Context: an optimization exercise on an open-source flow, tuned for small area, a short achievable clock period and few clock cycles per item. The choices shown serve that exercise and are no tape-out recipe. Function was checked by simulation only, so behaviour that the tests miss may differ from the original.

==> inputs of pepper <==
Design multitap_dtmf_tone_generator, start of the top module:
module multitap_dtmf_tone_generator (
	input  logic        clk,
	input  logic        arst_n,
	input  logic        s_tvalid,
	output logic        s_tready,
	input  logic [7:0]  s_tdata,    
	input  logic        s_tuser,    
	output logic        m_tvalid,
	input  logic        m_tready,
	output logic [23:0] m_tdata,    
	output logic        m_tlast,    
	input  logic        cfg_valid,
	output logic        cfg_ready,
	input  logic [2:0]  cfg_index,
	input  logic [63:0] cfg_data
);
	logic [47:0] low_steps_q;
	logic [63:0] high_steps_q;
	logic [14:0] amplitude_q;
	logic [15:0] tone_last_q;
	logic [15:0] short_last_q;
	logic        short_zero_q;
	logic [15:0] letter_last_q;
	logic        letter_zero_q;
	logic [15:0] len_last;
	logic        len_zero;
	logic        skid_v;
	logic        in_ready;
	logic [8:0]  skid_d;
	logic        v1;
	logic [8:0]  d1;
	logic        adv, fire;
	logic        seq_tone;
	logic [14:0] seq_lo_val, seq_hi_val;
	logic        seq_lo_neg, seq_hi_neg;
	logic        seq_act, seq_done, seq_rej;
	logic        v2;
	logic        tone2;
	logic [14:0] lo_val2, hi_val2;
	logic        lo_neg2, hi_neg2;
	logic        act2, done2, rej2;
	logic [16:0] sum_raw, sum_d;
	logic        v3;
	logic [16:0] sum3;
	logic        act3, done3, rej3;
  ...
clock: 9.0 ns
lec_check: 0
abc_area: 1
cap_margin: 20
core_margin: 2
core_utilization: 60
setup_slack_margin: 5.0
slew_margin: 20
tns_end_percent: 5
run.sh (not shown) runs the stock make flow with config.mk's settings and CLKGATE_MAP_FILE= SYNTH_SCRIPT=/design/flow/synth_recipe.tcl, a recipe that flattens the netlist after the stock synthesis.
==> yarrow: changes against pepper <==
--- a/flow/config.mk
+++ b/flow/config.mk
@@ -11,3 +11,3 @@
 export CORE_UTILIZATION = 60
-export SETUP_SLACK_MARGIN = 5.0
+export SETUP_SLACK_MARGIN = 4.8
 export SLEW_MARGIN = 20
==> flow_summary_export.csv <==
group,metric,value,unit
route,drt_iter0_drc,2443,
power_and_ir_drop,switching_share,47.0,%
power_and_ir_drop,p_switching,5.46,mW
grt,track_usage,31.4,%
power_and_ir_drop,p_leak,15.5,nW
status,outcome,"no timing/DRC/antenna violations",
grt,grt_pass1_vias,23900,
grt,met3_usage,4.93,%
(the above is from yarrow)
==> flow_summary_export.csv <==
group,metric,value,unit
power_and_ir_drop,p_leak,15.6,nW
grt,grt_pass1_vias,24000,
finish,fin_util,68.5,%
grt,track_usage,31.6,%
power_and_ir_drop,switching_share,46.9,%
grt,met3_usage,4.84,%
status,outcome,"no timing/DRC/antenna violations",
route,drt_iter0_drc,2502,
power_and_ir_drop,combPwrFrac,59.2,%
power_and_ir_drop,top_power_group,"combinational cells",
power_and_ir_drop,p_switching,5.57,mW
(the above is from pepper)
Testbench counts of pepper, summed over its fixed seeds: cycles 76,989, items 76,773.
Testbench counts of yarrow, summed over its fixed seeds: cycles 76,989, items 76,773.

---

==> v30 <==
==> flow/design.v <==
package mtdtmf_pkg;
	localparam int PHASE_WIDTH = 16;
	localparam int COUNT_WIDTH = 16;
	localparam int SAMPLE_W    = 17;
	localparam int CHAR_W      = 8;
	localparam int CFG_INDEX_W = 3;
	localparam int CFG_DATA_W  = 64;
	localparam logic [14:0] AMPLITUDE_RST  = 15'd16384;
	localparam logic [15:0] TONE_LEN_RST   = 16'd4000;
	localparam logic [15:0] SHORT_GAP_RST  = 16'd400;
	localparam logic [15:0] LETTER_GAP_RST = 16'd4000;
	function automatic logic [14:0] sine_q(input logic [6:0] idx);
		case (idx)
			7'd0: sine_q = 15'd0;
			7'd1: sine_q = 15'd804;
			7'd2: sine_q = 15'd1607;
			7'd3: sine_q = 15'd2410;
			7'd4: sine_q = 15'd3211;
			7'd5: sine_q = 15'd4011;
			7'd6: sine_q = 15'd4808;
			7'd7: sine_q = 15'd5602;
			7'd8: sine_q = 15'd6393;
			7'd9: sine_q = 15'd7179;
			7'd10: sine_q = 15'd7962;
			7'd11: sine_q = 15'd8740;
			7'd12: sine_q = 15'd9513;
			7'd13: sine_q = 15'd10279;
			7'd14: sine_q = 15'd11040;
			7'd15: sine_q = 15'd11794;
			7'd16: sine_q = 15'd12541;
			7'd17: sine_q = 15'd13281;
			7'd18: sine_q = 15'd14013;
			7'd19: sine_q = 15'd14736;
			7'd20: sine_q = 15'd15450;
			7'd21: sine_q = 15'd16155;
			7'd22: sine_q = 15'd16850;
			7'd23: sine_q = 15'd17535;
			7'd24: sine_q = 15'd18210;
			7'd25: sine_q = 15'd18874;
			7'd26: sine_q = 15'd19526;
			7'd27: sine_q = 15'd20167;
			7'd28: sine_q = 15'd20795;
			7'd29: sine_q = 15'd21411;
			7'd30: sine_q = 15'd22014;
			7'd31: sine_q = 15'd22604;
			7'd32: sine_q = 15'd23180;
			7'd33: sine_q = 15'd23742;
			7'd34: sine_q = 15'd24290;
			7'd35: sine_q = 15'd24823;
			7'd36: sine_q = 15'd25342;
			7'd37: sine_q = 15'd25844;
			7'd38: sine_q = 15'd26332;
			7'd39: sine_q = 15'd26803;
			7'd40: sine_q = 15'd27258;
			7'd41: sine_q = 15'd27697;
			7'd42: sine_q = 15'd28119;
			7'd43: sine_q = 15'd28524;
			7'd44: sine_q = 15'd28911;
			7'd45: sine_q = 15'd29281;
			7'd46: sine_q = 15'd29634;
			7'd47: sine_q = 15'd29969;
			7'd48: sine_q = 15'd30285;
			7'd49: sine_q = 15'd30583;
			7'd50: sine_q = 15'd30863;
			7'd51: sine_q = 15'd31123;
			7'd52: sine_q = 15'd31366;
			7'd53: sine_q = 15'd31589;
			7'd54: sine_q = 15'd31793;
			7'd55: sine_q = 15'd31978;
			7'd56: sine_q = 15'd32144;
			7'd57: sine_q = 15'd32290;
			7'd58: sine_q = 15'd32417;
			7'd59: sine_q = 15'd32524;
			7'd60: sine_q = 15'd32612;
			7'd61: sine_q = 15'd32680;
			7'd62: sine_q = 15'd32729;
			7'd63: sine_q = 15'd32759;
			7'd64: sine_q = 15'd32767;
			default: sine_q = 15'd0;
		endcase
	endfunction
	function automatic logic [16:0] sine17(input logic [7:0] addr);
		logic [6:0]  idx;
		logic [16:0] mag;
		idx = addr[6] ? (7'd64 - {1'b0, addr[5:0]}) : {1'b0, addr[5:0]};
		mag = {2'b00, sine_q(idx)};
		sine17 = addr[7] ? (17'd0 - mag) : mag;
	endfunction
endpackage
module mtdtmf_seq (
	input  logic        clk,
	input  logic        arst_n,
	input  logic        fire,
	input  logic        action,
	input  logic [7:0]  char_code,
	input  logic [47:0] low_steps,
	input  logic [63:0] high_steps,
	input  logic [15:0] tone_len_cfg,
	input  logic [15:0] short_gap,
	input  logic [15:0] letter_gap,
	output logic [16:0] res_sum,
	output logic        res_active,
	output logic        res_done,
	output logic        res_rejected
);
	localparam logic [1:0] KIND_IDLE   = 2'd0;
	localparam logic [1:0] KIND_TONE   = 2'd1;
	localparam logic [1:0] KIND_SHORT  = 2'd2;
	localparam logic [1:0] KIND_LETTER = 2'd3;
	logic [1:0]  kind_q, kind_d;
	logic [3:0]  key_q, key_d;
	logic [2:0]  presses_q, presses_d;
	logic [15:0] count_q, count_d;
	logic [15:0] low_phase_q, low_phase_d;
	logic [15:0] high_phase_q, high_phase_d;
	logic [3:0]  map_key;
	logic [2:0]  map_presses;
	logic [1:0]  lo_sel, hi_sel;
	logic [15:0] lo_step, hi_step;
	logic [15:0] count_inc;
	logic [15:0] tone_len;
	logic [2:0]  presses_dec;
	logic [16:0] sine_sum;
	always_comb begin
		map_key     = 4'd0;
		map_presses = 3'd0;
		if (char_code >= "1" && char_code <= "9") begin
			map_key     = 4'(char_code - "1");
			map_presses = 3'd1;
		end else if (char_code == "0") begin
			map_key     = 4'd10;
			map_presses = 3'd1;
		end else if (char_code >= "a" && char_code <= "c") begin
			map_key     = 4'd1;
			map_presses = 3'(char_code - "a" + 8'd2);
		end else if (char_code >= "d" && char_code <= "f") begin
			map_key     = 4'd2;
			map_presses = 3'(char_code - "d" + 8'd2);
		end else if (char_code >= "g" && char_code <= "i") begin
			map_key     = 4'd3;
			map_presses = 3'(char_code - "g" + 8'd2);
		end else if (char_code >= "j" && char_code <= "l") begin
			map_key     = 4'd4;
			map_presses = 3'(char_code - "j" + 8'd2);
		end else if (char_code >= "m" && char_code <= "o") begin
			map_key     = 4'd5;
			map_presses = 3'(char_code - "m" + 8'd2);
		end else if (char_code >= "p" && char_code <= "r") begin
			map_key     = 4'd6;
			map_presses = 3'(char_code - "p" + 8'd2);
		end else if (char_code == "s") begin
			map_key     = 4'd6;
			map_presses = 3'd5;
		end else if (char_code >= "t" && char_code <= "v") begin
			map_key     = 4'd7;
			map_presses = 3'(char_code - "t" + 8'd2);
		end else if (char_code >= "w" && char_code <= "y") begin
			map_key     = 4'd8;
			map_presses = 3'(char_code - "w" + 8'd2);
		end else if (char_code == "z") begin
			map_key     = 4'd8;
			map_presses = 3'd5;
		end else if (char_code == ".") begin
			map_key     = 4'd9;
			map_presses = 3'd2;
		end else if (char_code == "!") begin
			map_key     = 4'd9;
			map_presses = 3'd3;
		end else if (char_code == "?") begin
			map_key     = 4'd9;
			map_presses = 3'd4;
		end else if (char_code == "#") begin
			map_key     = 4'd9;
			map_presses = 3'd1;
		end else if (char_code == " ") begin
			map_key     = 4'd10;
			map_presses = 3'd2;
		end
	end
	always_comb begin
		case (key_q)
			4'd0:    begin lo_sel = 2'd0; hi_sel = 2'd0; end
			4'd1:    begin lo_sel = 2'd1; hi_sel = 2'd0; end
			4'd2:    begin lo_sel = 2'd2; hi_sel = 2'd0; end
			4'd3:    begin lo_sel = 2'd0; hi_sel = 2'd1; end
			4'd4:    begin lo_sel = 2'd1; hi_sel = 2'd1; end
			4'd5:    begin lo_sel = 2'd2; hi_sel = 2'd1; end
			4'd6:    begin lo_sel = 2'd0; hi_sel = 2'd2; end
			4'd7:    begin lo_sel = 2'd1; hi_sel = 2'd2; end
			4'd8:    begin lo_sel = 2'd2; hi_sel = 2'd2; end
			4'd9:    begin lo_sel = 2'd0; hi_sel = 2'd3; end
			4'd10:   begin lo_sel = 2'd1; hi_sel = 2'd3; end
			default: begin lo_sel = 2'bxx; hi_sel = 2'bxx; end
		endcase
	end
	assign lo_step = (lo_sel == 2'd0) ? low_steps[15:0] : (lo_sel == 2'd1) ? low_steps[31:16] : low_steps[47:32];
	assign hi_step = high_steps[{hi_sel, 4'b0000} +: 16];
	assign sine_sum    = mtdtmf_pkg::sine17(low_phase_q[15:8]) + mtdtmf_pkg::sine17(high_phase_q[15:8]);
	assign count_inc   = count_q + 16'd1;
	assign tone_len    = (tone_len_cfg == 16'd0) ? 16'd1 : tone_len_cfg;
	assign presses_dec = presses_q - 3'd1;
	always_comb begin
		kind_d       = kind_q;
		key_d        = key_q;
		presses_d    = presses_q;
		count_d      = count_q;
		low_phase_d  = low_phase_q;
		high_phase_d = high_phase_q;
		res_sum      = 17'd0;
		res_active   = 1'b0;
		res_done     = 1'b0;
		res_rejected = 1'b0;
		if (!action) begin
			if (kind_q != KIND_IDLE || map_presses == 3'd0) begin
				res_rejected = 1'b1;
				res_active   = (kind_q != KIND_IDLE);
			end else begin
				key_d        = map_key;
				presses_d    = map_presses;
				kind_d       = KIND_TONE;
				count_d      = '0;
				low_phase_d  = '0;
				high_phase_d = '0;
				res_active   = 1'b1;
			end
		end else begin
			case (kind_q)
				KIND_TONE: begin
					res_sum      = sine_sum;
					res_active   = 1'b1;
					low_phase_d  = low_phase_q + lo_step;
					high_phase_d = high_phase_q + hi_step;
					count_d      = count_inc;
					if (count_inc >= tone_len) begin
						presses_d = presses_dec;
						count_d   = '0;
						if (presses_dec != 3'd0) begin
							if (short_gap == '0) begin
								low_phase_d  = '0;
								high_phase_d = '0;
							end else begin
								kind_d = KIND_SHORT;
							end
						end else if (letter_gap == '0) begin
							kind_d   = KIND_IDLE;
							res_done = 1'b1;
						end else begin
							kind_d = KIND_LETTER;
						end
					end
				end
				KIND_SHORT: begin
					res_active = 1'b1;
					count_d    = count_inc;
					if (count_inc >= short_gap) begin
						kind_d       = KIND_TONE;
						count_d      = '0;
						low_phase_d  = '0;
						high_phase_d = '0;
					end
				end
				KIND_LETTER: begin
					res_active = 1'b1;
					count_d    = count_inc;
					if (count_inc >= letter_gap) begin
						kind_d   = KIND_IDLE;
						count_d  = '0;
						res_done = 1'b1;
					end
				end
				default: begin
				end
			endcase
		end
	end
	always_ff @(posedge clk or negedge arst_n) begin
		if (!arst_n) begin
			kind_q <= KIND_IDLE;
		end else if (fire) begin
			kind_q <= kind_d;
		end
	end
	always_ff @(posedge clk) begin
		if (fire) begin
			key_q        <= key_d;
			presses_q    <= presses_d;
			count_q      <= count_d;
			low_phase_q  <= low_phase_d;
			high_phase_q <= high_phase_d;
		end
	end
endmodule
module multitap_dtmf_tone_generator (
	input  logic        clk,
	input  logic        arst_n,
	input  logic        s_tvalid,
	output logic        s_tready,
	input  logic [7:0]  s_tdata,    
	input  logic        s_tuser,    
	output logic        m_tvalid,
	input  logic        m_tready,
	output logic [23:0] m_tdata,    
	output logic        m_tlast,    
	input  logic        cfg_valid,
	output logic        cfg_ready,
	input  logic [2:0]  cfg_index,
	input  logic [63:0] cfg_data
);
	logic [47:0] low_steps_q;
	logic [63:0] high_steps_q;
	logic [14:0] amplitude_q;
	logic [15:0] tone_len_q;
	logic [15:0] short_gap_q;
	logic [15:0] letter_gap_q;
	logic        skid_v;
	logic [8:0]  skid_d;
	logic        in_v;
	logic [8:0]  in_d;
	logic        v2;
	logic [16:0] sum2;
	logic        act2, done2, rej2;
	logic        vo;
	logic [16:0] sample_q;
	logic        act_q, done_q, rej_q;
	logic        out_free, r2_free, fire;
	logic [16:0] seq_sum;
	logic        seq_act, seq_done, seq_rej;
	logic        v3;
	logic [16:0] sum3;
	logic [16:0] xh3;
	logic        act3, done3, rej3;
	logic        r3_free;
	logic [25:0] xlo;
	logic [24:0] yhi;
	assign cfg_ready = 1'b1;
	always_ff @(posedge clk) begin
		if (!arst_n) begin
			low_steps_q  <= '0;
			high_steps_q <= '0;
			amplitude_q  <= 15'd16384;
			tone_len_q   <= 16'd4000;
			short_gap_q  <= 16'd400;
			letter_gap_q <= 16'd4000;
		end else if (cfg_valid) begin
			case (cfg_index)
				3'd0: low_steps_q  <= cfg_data[47:0];
				3'd1: high_steps_q <= cfg_data;
				3'd2: amplitude_q  <= cfg_data[14:0];
				3'd3: tone_len_q   <= cfg_data[15:0];
				3'd4: short_gap_q  <= cfg_data[15:0];
				3'd5: letter_gap_q <= cfg_data[15:0];
				default: begin
				end
			endcase
		end
	end
	assign out_free = !vo || m_tready;
	assign r3_free  = !v3 || out_free;
	assign r2_free  = !v2 || r3_free;
	assign in_v     = skid_v || s_tvalid;
	assign in_d     = skid_v ? skid_d : {s_tuser, s_tdata};
	assign fire     = in_v && r2_free;
	assign s_tready = !skid_v;
	always_ff @(posedge clk or negedge arst_n) begin
		if (!arst_n) begin
			skid_v <= 1'b0;
		end else if (fire) begin
			skid_v <= 1'b0;
		end else if (s_tvalid) begin
			skid_v <= 1'b1;
		end
	end
	always_ff @(posedge clk) begin
		if (!skid_v) begin
			skid_d <= {s_tuser, s_tdata};
		end
	end
	mtdtmf_seq u_seq (
		.clk          (clk),
		.arst_n       (arst_n),
		.fire         (fire),
		.action       (in_d[8]),
		.char_code    (in_d[7:0]),
		.low_steps    (low_steps_q),
		.high_steps   (high_steps_q),
		.tone_len_cfg (tone_len_q),
		.short_gap    (short_gap_q),
		.letter_gap   (letter_gap_q),
		.res_sum      (seq_sum),
		.res_active   (seq_act),
		.res_done     (seq_done),
		.res_rejected (seq_rej)
	);
	always_ff @(posedge clk or negedge arst_n) begin
		if (!arst_n) begin
			v2 <= 1'b0;
		end else if (r2_free) begin
			v2 <= fire;
		end
	end
	always_ff @(posedge clk) begin
		if (fire) begin
			sum2  <= seq_sum;
			act2  <= seq_act;
			done2 <= seq_done;
			rej2  <= seq_rej;
		end
	end
	assign xlo = $signed(sum2) * $signed({1'b0, amplitude_q[7:0]}) + 26'sd16384 - $signed({25'd0, sum2[16]});
	always_ff @(posedge clk or negedge arst_n) begin
		if (!arst_n) begin
			v3 <= 1'b0;
		end else if (r3_free) begin
			v3 <= v2;
		end
	end
	always_ff @(posedge clk) begin
		if (v2 && r3_free) begin
			sum3  <= sum2;
			xh3   <= xlo[24:8];
			act3  <= act2;
			done3 <= done2;
			rej3  <= rej2;
		end
	end
	assign yhi = $signed(sum3) * $signed({1'b0, amplitude_q[14:8]}) + $signed(xh3);
	always_ff @(posedge clk or negedge arst_n) begin
		if (!arst_n) begin
			vo <= 1'b0;
		end else if (out_free) begin
			vo <= v3;
		end
	end
	always_ff @(posedge clk) begin
		if (v3 && out_free) begin
			sample_q <= yhi[23:7];
			act_q    <= act3;
			done_q   <= done3;
			rej_q    <= rej3;
		end
	end
	assign m_tvalid = vo;
	assign m_tdata  = {5'd0, rej_q, act_q, sample_q};
	assign m_tlast  = done_q;
endmodule
==> flow/run.sh <==
#!/bin/bash
# synth_recipe.tcl (not shown) runs the flow's synth.tcl, then flattens the netlist and writes it again
# the make line also repeats each setting of config.mk as NAME=value (left out here)
make -C /OpenROAD-flow-scripts/flow DESIGN_CONFIG=/design/flow/config.mk WORK_HOME=/design/flow/orfs CLKGATE_MAP_FILE= SYNTH_SCRIPT=/design/flow/synth_recipe.tcl finish
==> flow/config.mk <==
export PLATFORM = sky130hd
export DESIGN_NAME = multitap_dtmf_tone_generator
export DESIGN_NICKNAME = multitap_dtmf_tone_generator
export VERILOG_FILES = /design/flow/design.v
export SDC_FILE = /design/flow/constraint.sdc
export NUM_CORES = 4
export LEC_CHECK = 0
export ABC_AREA = 1
export CAP_MARGIN = 20
export CORE_MARGIN = 2
export CORE_UTILIZATION = 50
export SLEW_MARGIN = 20
==> flow/constraint.sdc <==
create_clock -name core_clock -period 9.0 [get_ports {clk}]
set_input_delay 1.8000 -clock core_clock [delete_from_list [all_inputs] [get_ports {clk}]]
set_output_delay 1.8000 -clock core_clock [all_outputs]
set_load 0.01 [all_outputs]
==> inputs of v8, as changes to v30 <==
--- a/flow/config.mk
+++ b/flow/config.mk
@@ -6,5 +6,4 @@
 export NUM_CORES = 4
 export LEC_CHECK = 0
-export ABC_AREA = 1
 export CAP_MARGIN = 20
 export CORE_MARGIN = 2
==> flow_metrics.tcl <==
set metrics [dict create \
    rrSetupSlack_ps 1310 \
    cp.depth 25 \
    critPathBufInv 3 \
    final_cell_mix "594 x nand2_1, 385 x inv_1, 235 x fa_1" \
    status "no timing/DRC/antenna violations" \
    seq_area_mm2 0.00788 \
    avgSynthCellArea_um2 8.71 \
    gp_congestion 0.892 \
    avgViaCountPerCell 5.69 \
    comb_power_w 0.00435 \
]
Source of the figures above: v8

==> flow_metrics.tcl <==
set metrics [dict create \
    gp_congestion 0.948 \
    setup_violations 0 \
    status "no timing/DRC/antenna violations" \
    seq_area_mm2 0.00788 \
    critPathBufInv 7 \
    avgViaCountPerCell 5.23 \
    cp.depth 33 \
    drv_cap 0 \
    drive_above_1_share 0.0485 \
    slew_headroom 0.287 \
    avgSynthCellArea_um2 7.60 \
    final_cell_mix "749 x inv_1, 682 x nand2_1, 444 x nor2_1" \
]
Source of the figures above: v30

Testbench counts of v30, summed over its fixed seeds: cycles 76,941, items 76,773.
Testbench counts of v8, summed over its fixed seeds: cycles 76,941, items 76,773.

## static timing again, ports no longer ideal
The results above use ideal ports. As a check the final layouts listed here were re-extracted and re-timed, cells and wires unchanged.
Step 1: set_driving_cell puts a clkbuf_16 on clk and a buf_2 on each other input, an assumption about the parent block.
Step 2, shift: input delay + t, output delay - t, t = (earliest + latest rising clock arrival at the registers) / 2. This alone moves slack from input paths to output paths.
a / b / c = ideal ports / drivers / drivers and shift; a / b = the first two.
run	shift t [ns]	slack for setup (ns)	hold slack, ns	worst register clock-pin slew, ns	worst slew at a driven data input, ns
pepper	0.633	4.820 / 4.820 / 4.440	0.418 / 0.418 / 0.418	0.06 / 0.06	0.07
yarrow	0.632	4.678 / 4.678 / 4.417	0.418 / 0.418 / 0.418	0.06 / 0.06	0.07
v30	0.625	2.597 / 2.597 / 2.597	0.421 / 0.421 / 0.421	0.07 / 0.07	0.07
v8	0.637	1.312 / 1.312 / 1.312	0.422 / 0.422 / 0.422	0.06 / 0.06	0.08
After both steps every run listed still meets setup and hold. For pepper, which loses most, drivers alone change the setup slack by 0.000 ns; drivers and shift together by -0.380 ns.
